From an optimization exercise on the open Yosys and OpenROAD flow, aimed at small area and a short achievable clock period; shortcuts taken in it are not production practice. Function was checked by simulation only, so behaviour that the tests miss may differ from the original. The flow treats the clock pin as an ideal source, which a real chip does not have. No activity file was given, so power comes from the tool's default toggle rates.

## conv_peak_detect
module conv_peak_detect
#(
  parameter int unsigned MAX_LEN = 8,
  parameter int unsigned IDX_W   = 4
) (
  input  logic                  clk,
  input  logic                  rst,
  input  logic                  in_valid,
  input  logic [2*conv_pkg::SAMPLE_W-1:0] in_data,
  output logic                  out_valid,
  output conv_pkg::energy_t        out_peak,
  output logic [IDX_W-1:0]      out_idx,
  output logic [IDX_W-1:0]      out_len,
  output logic                  out_ovf,
  output logic                  out_err
);
  localparam int unsigned LO_W = 8;
  localparam int unsigned HI_W = 38 - LO_W;
  logic             st_acc;
  logic             st_d1;
  logic             st_d2;
  logic             st_rep;
  logic             idle;
  logic [IDX_W-1:0] len;
  logic             ovf;
  logic             first;
  logic             accept;
  assign idle   = !(st_acc || st_d1 || st_d2 || st_rep);
  assign first  = idle && in_valid;
  assign accept = in_valid && (idle || (st_acc && len < IDX_W'(MAX_LEN)));
  logic                            v1, f1;
  ...
Size: ~86 I/O pins, about 16000 µm² of cells after synthesis.
clock: 7.5 ns
lec_check: 0
abc_clock_period_in_ps: 2500
cap_margin: 20
core_margin: 2
core_utilization: 40
cts_cluster_diameter: 80
cts_cluster_size: 22
place_density: 0.6
setup_slack_margin: 3.8
slew_margin: 20
synth_hierarchical: 1
synth_minimum_keep_size: 0
standard.sh (not shown) runs the stock make flow with config.mk's settings and CLKGATE_MAP_FILE= SYNTH_SCRIPT=/design/flow/synth_recipe.tcl, a recipe that flattens the netlist after the stock synthesis.
==> flow/flow/run.sh <==
#!/bin/bash
set -euo pipefail
export BUFFER_PORTS_ARGS="-buffer_cell sky130_fd_sc_hd__buf_1"
export CTS_ARGS="-sink_clustering_enable -repair_clock_nets -sink_clustering_size 22 -sink_clustering_max_diameter 80 -dont_use_dummy_load"
bash standard.sh > standard.log 2>&1
Change:
==> flow/flow/run.sh (replaced) <==
#!/bin/bash
set -euo pipefail
export BUFFER_PORTS_ARGS="-buffer_cell sky130_fd_sc_hd__buf_1"
bash standard.sh > standard.log 2>&1
ABC_CLOCK_PERIOD_IN_PS = 4000   (was 2500)
Effect: Synthesized cell count stays the same. Routed wire length stays flat. Power grows slightly. Global-route usage barely changes. Sequential share of layout area went down by 0.17 points. Utilization is higher by 0.26 points. Synthesized area is unchanged. Via count increases slightly.
Change:
==> flow/flow/run.sh (replaced) <==
#!/bin/bash
set -euo pipefail
export BUFFER_PORTS_ARGS="-buffer_cell sky130_fd_sc_hd__buf_1"
export CTS_ARGS="-sink_clustering_enable -repair_clock_nets -sink_clustering_size 22 -sink_clustering_max_diameter 80 -dont_use_dummy_load"
bash standard.sh > standard.log 2>&1
SETUP_SLACK_MARGIN = 3.7   (was 3.8)
The changed run finished clean.
Setup slack is worse by 0.064 ns.
Cell area drops slightly.
Via count came out lower slightly.
Non-clock buffer count falls by 9.
Worst hold slack is about the same.
Wire length hardly moves.
Critical path depth is unchanged.
Final cell count fell slightly.
Register-to-register slack is worse by 0.06 ns.
Count of clock-buffer cells in the layout decreases by 4.
Area after synthesis is unchanged.
Change:
==> flow/run.sh (new file) <==
#!/bin/bash
# synth_recipe.tcl (not shown) runs the flow's synth.tcl, then flattens the netlist and writes it again
# the make line also repeats each setting of config.mk as NAME=value (left out here)
make -C /OpenROAD-flow-scripts/flow DESIGN_CONFIG=/design/flow/config.mk WORK_HOME=/design/flow/orfs CLKGATE_MAP_FILE= SYNTH_SCRIPT=/design/flow/synth_recipe.tcl finish
CTS_CLUSTER_DIAMETER = default   (was 80)
CTS_CLUSTER_SIZE = default   (was 22)
SETUP_SLACK_MARGIN = 4.1   (was 3.7)
removed: flow/flow/run.sh
removed: flow/standard.sh
=> The changed run passed the timing, DRC and antenna checks; cell count is higher by 7.9%; fmax goes up by 4.3%; non-clock buffer count grows by 117; clock skew goes down by 0.032 ns; sequential cell count is unchanged.


Starting RTL as in the previous note.
==> flow/config.mk <==
export PLATFORM = sky130hd
export DESIGN_NAME = conv_peak_detect
export DESIGN_NICKNAME = conv_peak_detect
export VERILOG_FILES = /design/flow/design.v
export SDC_FILE = /design/flow/constraint.sdc
export NUM_CORES = 4
export LEC_CHECK = 0
export ABC_CLOCK_PERIOD_IN_PS = 4000
export CAP_MARGIN = 20
export CORE_MARGIN = 2
export CORE_UTILIZATION = 40
export CTS_CLUSTER_DIAMETER = 100
export CTS_CLUSTER_SIZE = 30
export PLACE_DENSITY = 0.6
export SETUP_SLACK_MARGIN = 3.8
export SLEW_MARGIN = 20
export SYNTH_HIERARCHICAL = 1
export SYNTH_MINIMUM_KEEP_SIZE = 0
==> flow/constraint.sdc <==
create_clock -name core_clock -period 7.5 [get_ports {clk}]
set_input_delay 1.5000 -clock core_clock [delete_from_list [all_inputs] [get_ports {clk}]]
set_output_delay 1.5000 -clock core_clock [all_outputs]
set_load 0.01 [all_outputs]
==> flow/flow/run.sh <==
#!/bin/bash
set -euo pipefail
export BUFFER_PORTS_ARGS="-buffer_cell sky130_fd_sc_hd__buf_1"
bash standard.sh > standard.log 2>&1
Next try:
- CTS_BUF_LIST: unset -> sky130_fd_sc_hd__clkbuf_8
- CTS_CLUSTER_DIAMETER: 100 -> 60
- CTS_CLUSTER_SIZE: 30 -> 14
=>
- The new run finished with timing, DRC and antenna clean
- area after synthesis is unchanged
- wire length fell by about 1%
- final area is about the same
- setup slack improved by 0.016 ns
- critical path depth stays the same
- global-route usage stays flat
- power rises by 1.0%
- register-to-register slack gets better by 0.02 ns
- synthesized cell count stays the same
- clock-buffer cell count climbs by 12
Next try:
--- a/flow/flow/run.sh
+++ b/flow/flow/run.sh
@@ -2,0 +3 @@
+here=$(pwd)
@@ -3,0 +5,3 @@
+export CTS_ARGS="-sink_clustering_enable -repair_clock_nets -sink_clustering_size 22 -sink_clustering_max_diameter 80 -dont_use_dummy_load"
+export SKIP_CTS_REPAIR_TIMING=1
+export POST_CTS_TCL="$here/flow/skew.tcl"
==> flow/flow/skew.tcl (new file) <==
# POST_CTS hook: delay the clock of the carry-save registers (the tree's
# output register, hs2_n/hc2_n/lo2_n/lc2_n) by one small clock buffer per
# group of up to four of them on the same leaf clock net. This moves time
# from the stage after them (compare against the running maximum) to the
# stage before them (the squarer tree); both stages are register to
# register, none of these registers has a path from an input or to an output.
# Then the setup/hold repair that CTS would have run (SKIP_CTS_REPAIR_TIMING
# is set by run.sh so it runs here, once, with the skew in place).
set block [ord::get_db_block]
set master [[ord::get_db] findMaster sky130_fd_sc_hd__clkbuf_2]
set groups [dict create]
foreach inst [$block getInsts] {
  if {![regexp {^(hs2_n|hc2_n|lo2_n|lc2_n)\[?} [$inst getName]]} { continue }
  set ck [$inst findITerm CLK]
  if {$ck eq "NULL" || $ck eq ""} { continue }
  set net [$ck getNet]
  dict lappend groups [$net getName] $inst
}
set n 0
dict for {netname insts} $groups {
  set net [$block findNet $netname]
  set sorted [lsort -command {apply {{a b} {
    set la [$a getLocation]; set lb [$b getLocation]
    expr {[lindex $la 0] + [lindex $la 1] < [lindex $lb 0] + [lindex $lb 1] ? -1 : 1}
  }}} $insts]
  for {set i 0} {$i < [llength $sorted]} {incr i 4} {
    set grp [lrange $sorted $i [expr {$i + 3}]]
    set buf [odb::dbInst_create $block $master "skew_buf_$n"]
    set bnet [odb::dbNet_create $block "skew_clk_$n"]
    $bnet setSigType CLOCK
    [$buf findITerm A] connect $net
    [$buf findITerm X] connect $bnet
    set sx 0; set sy 0
    foreach f $grp {
      set ck [$f findITerm CLK]
      $ck disconnect
      $ck connect $bnet
      set l [$f getLocation]
      incr sx [lindex $l 0]; incr sy [lindex $l 1]
    }
    set k [llength $grp]
    $buf setLocation [expr {$sx / $k}] [expr {$sy / $k}]
    $buf setPlacementStatus PLACED
    incr n
  }
}
puts "skew.tcl: inserted $n clock buffers for [dict size $groups] leaf nets"
global_connect
detailed_placement
estimate_parasitics -placement
repair_timing_helper
detailed_placement
check_placement -verbose
- CTS_BUF_LIST: sky130_fd_sc_hd__clkbuf_8 -> unset
- CTS_CLUSTER_DIAMETER: 60 -> 80
- CTS_CLUSTER_SIZE: 14 -> 22
Effect: The changed run completed without violations; sequential cell count does not change; core utilization decreases by 0.50 points; total power hardly moves; final cell count falls by 0.88%; fmax is lower by 0.86%; wire length rose by 0.90%; via count went up by 0.53%.
Next try:
--- a/flow/flow/run.sh
+++ b/flow/flow/run.sh
@@ -3 +2,0 @@
-here=$(pwd)
@@ -6,2 +4,0 @@
-export SKIP_CTS_REPAIR_TIMING=1
-export POST_CTS_TCL="$here/flow/skew.tcl"
- CORE_UTILIZATION: 40 -> 55
- PLACE_DENSITY: 0.6 -> 0.7
removed: flow/flow/skew.tcl
Outcome: The changed run finished with timing, DRC and antenna clean. Cell count falls by 7.9%. Total power falls by 1.6%. Synthesized cell count is unchanged. Cell area falls by 0.94%. Via count rises by 0.36%. Setup slack gains 0.0045 ns. Critical path depth does not change. Global-route usage rises by 5.0 points.
Next try:
==> flow/flow/run.sh (replaced) <==
#!/bin/bash
set -euo pipefail
export BUFFER_PORTS_ARGS="-buffer_cell sky130_fd_sc_hd__buf_1"
export CTS_ARGS="-sink_clustering_enable -repair_clock_nets -sink_clustering_size 16 -sink_clustering_max_diameter 60 -dont_use_dummy_load"
bash standard.sh > standard.log 2>&1
- CORE_UTILIZATION: 55 -> 40
- CTS_CLUSTER_DIAMETER: 80 -> 60
- CTS_CLUSTER_SIZE: 22 -> 16
- PLACE_DENSITY: 0.7 -> 0.6
Non-clock buffer count came out higher by 5.
Global-route usage came out lower by 5.2 points.
Utilization came out lower by 15 points.
Synthesized area stays the same.
Register-to-register slack gains 0.03 ns.
Total power came out higher by 3.3%.
Die area came out higher by 37%.
Final cell count came out higher by 8.6%.
Next try:
==> flow/run.sh (new file) <==
#!/bin/bash
# synth_recipe.tcl (not shown) runs the flow's synth.tcl, then flattens the netlist and writes it again
# the make line also repeats each setting of config.mk as NAME=value (left out here)
make -C /OpenROAD-flow-scripts/flow DESIGN_CONFIG=/design/flow/config.mk WORK_HOME=/design/flow/orfs CLKGATE_MAP_FILE= SYNTH_SCRIPT=/design/flow/synth_recipe.tcl finish
- CTS_CLUSTER_DIAMETER: 60 -> unset
- CTS_CLUSTER_SIZE: 16 -> unset
- SETUP_SLACK_MARGIN: 3.8 -> 3.5
removed: flow/flow/run.sh
removed: flow/standard.sh
Outcome: Final cell count grows by about 0.4%. Clock-buffer cell count came out higher by 14. Setup slack degrades by 0.29 ns. Area after synthesis is unchanged. Non-clock buffer count goes down by 13. Die area stays the same.

## what the ideal ports hide
Ports are ideal in the flow. The routed layouts listed here were re-timed in OpenROAD. Step 1 assumes that a clkbuf_16 drives the clock port and a buf_2 every other input. Step 2, shift: input delay + t, output delay - t, t = (earliest + latest rising clock arrival at the registers) / 2. This alone moves slack from input paths to output paths. Three values: no drivers, after step 1, after step 2; two values: the first two.
| run | t, ns | setup slack, ns | worst slew at a driven data input, ns | pins driven straight from the clock port |
|---|---|---|---|---|
| the first run of note 1 | 0.540 | 3.886 / 3.886 / 3.886 | 0.04 | 1 |
| the second run of note 1 | 0.553 | 3.870 / 3.870 / 3.870 | 0.04 | 1 |
| the third run of note 1 | 0.540 | 3.806 / 3.806 / 3.806 | 0.05 | 1 |
| the fourth run of note 1 | 0.579 | 3.959 / 3.959 / 3.959 | 0.04 | 1 |
| the first run of note 2 | 0.540 | 3.876 / 3.876 / 3.876 | 0.05 | 1 |
| the second run of note 2 | 0.601 | 3.892 / 3.892 / 3.892 | 0.05 | 1 |
| the third run of note 2 | 0.599 | 3.861 / 3.861 / 3.861 | 0.05 | 1 |
| the fourth run of note 2 | 0.516 | 3.865 / 3.865 / 3.865 | 0.03 | 1 |
| the fifth run of note 2 | 0.555 | 3.891 / 3.891 / 3.891 | 0.05 | 1 |
| the sixth run of note 2 | 0.583 | 3.602 / 3.602 / 3.602 | 0.05 | 1 |
After both steps every run listed still meets setup and hold.
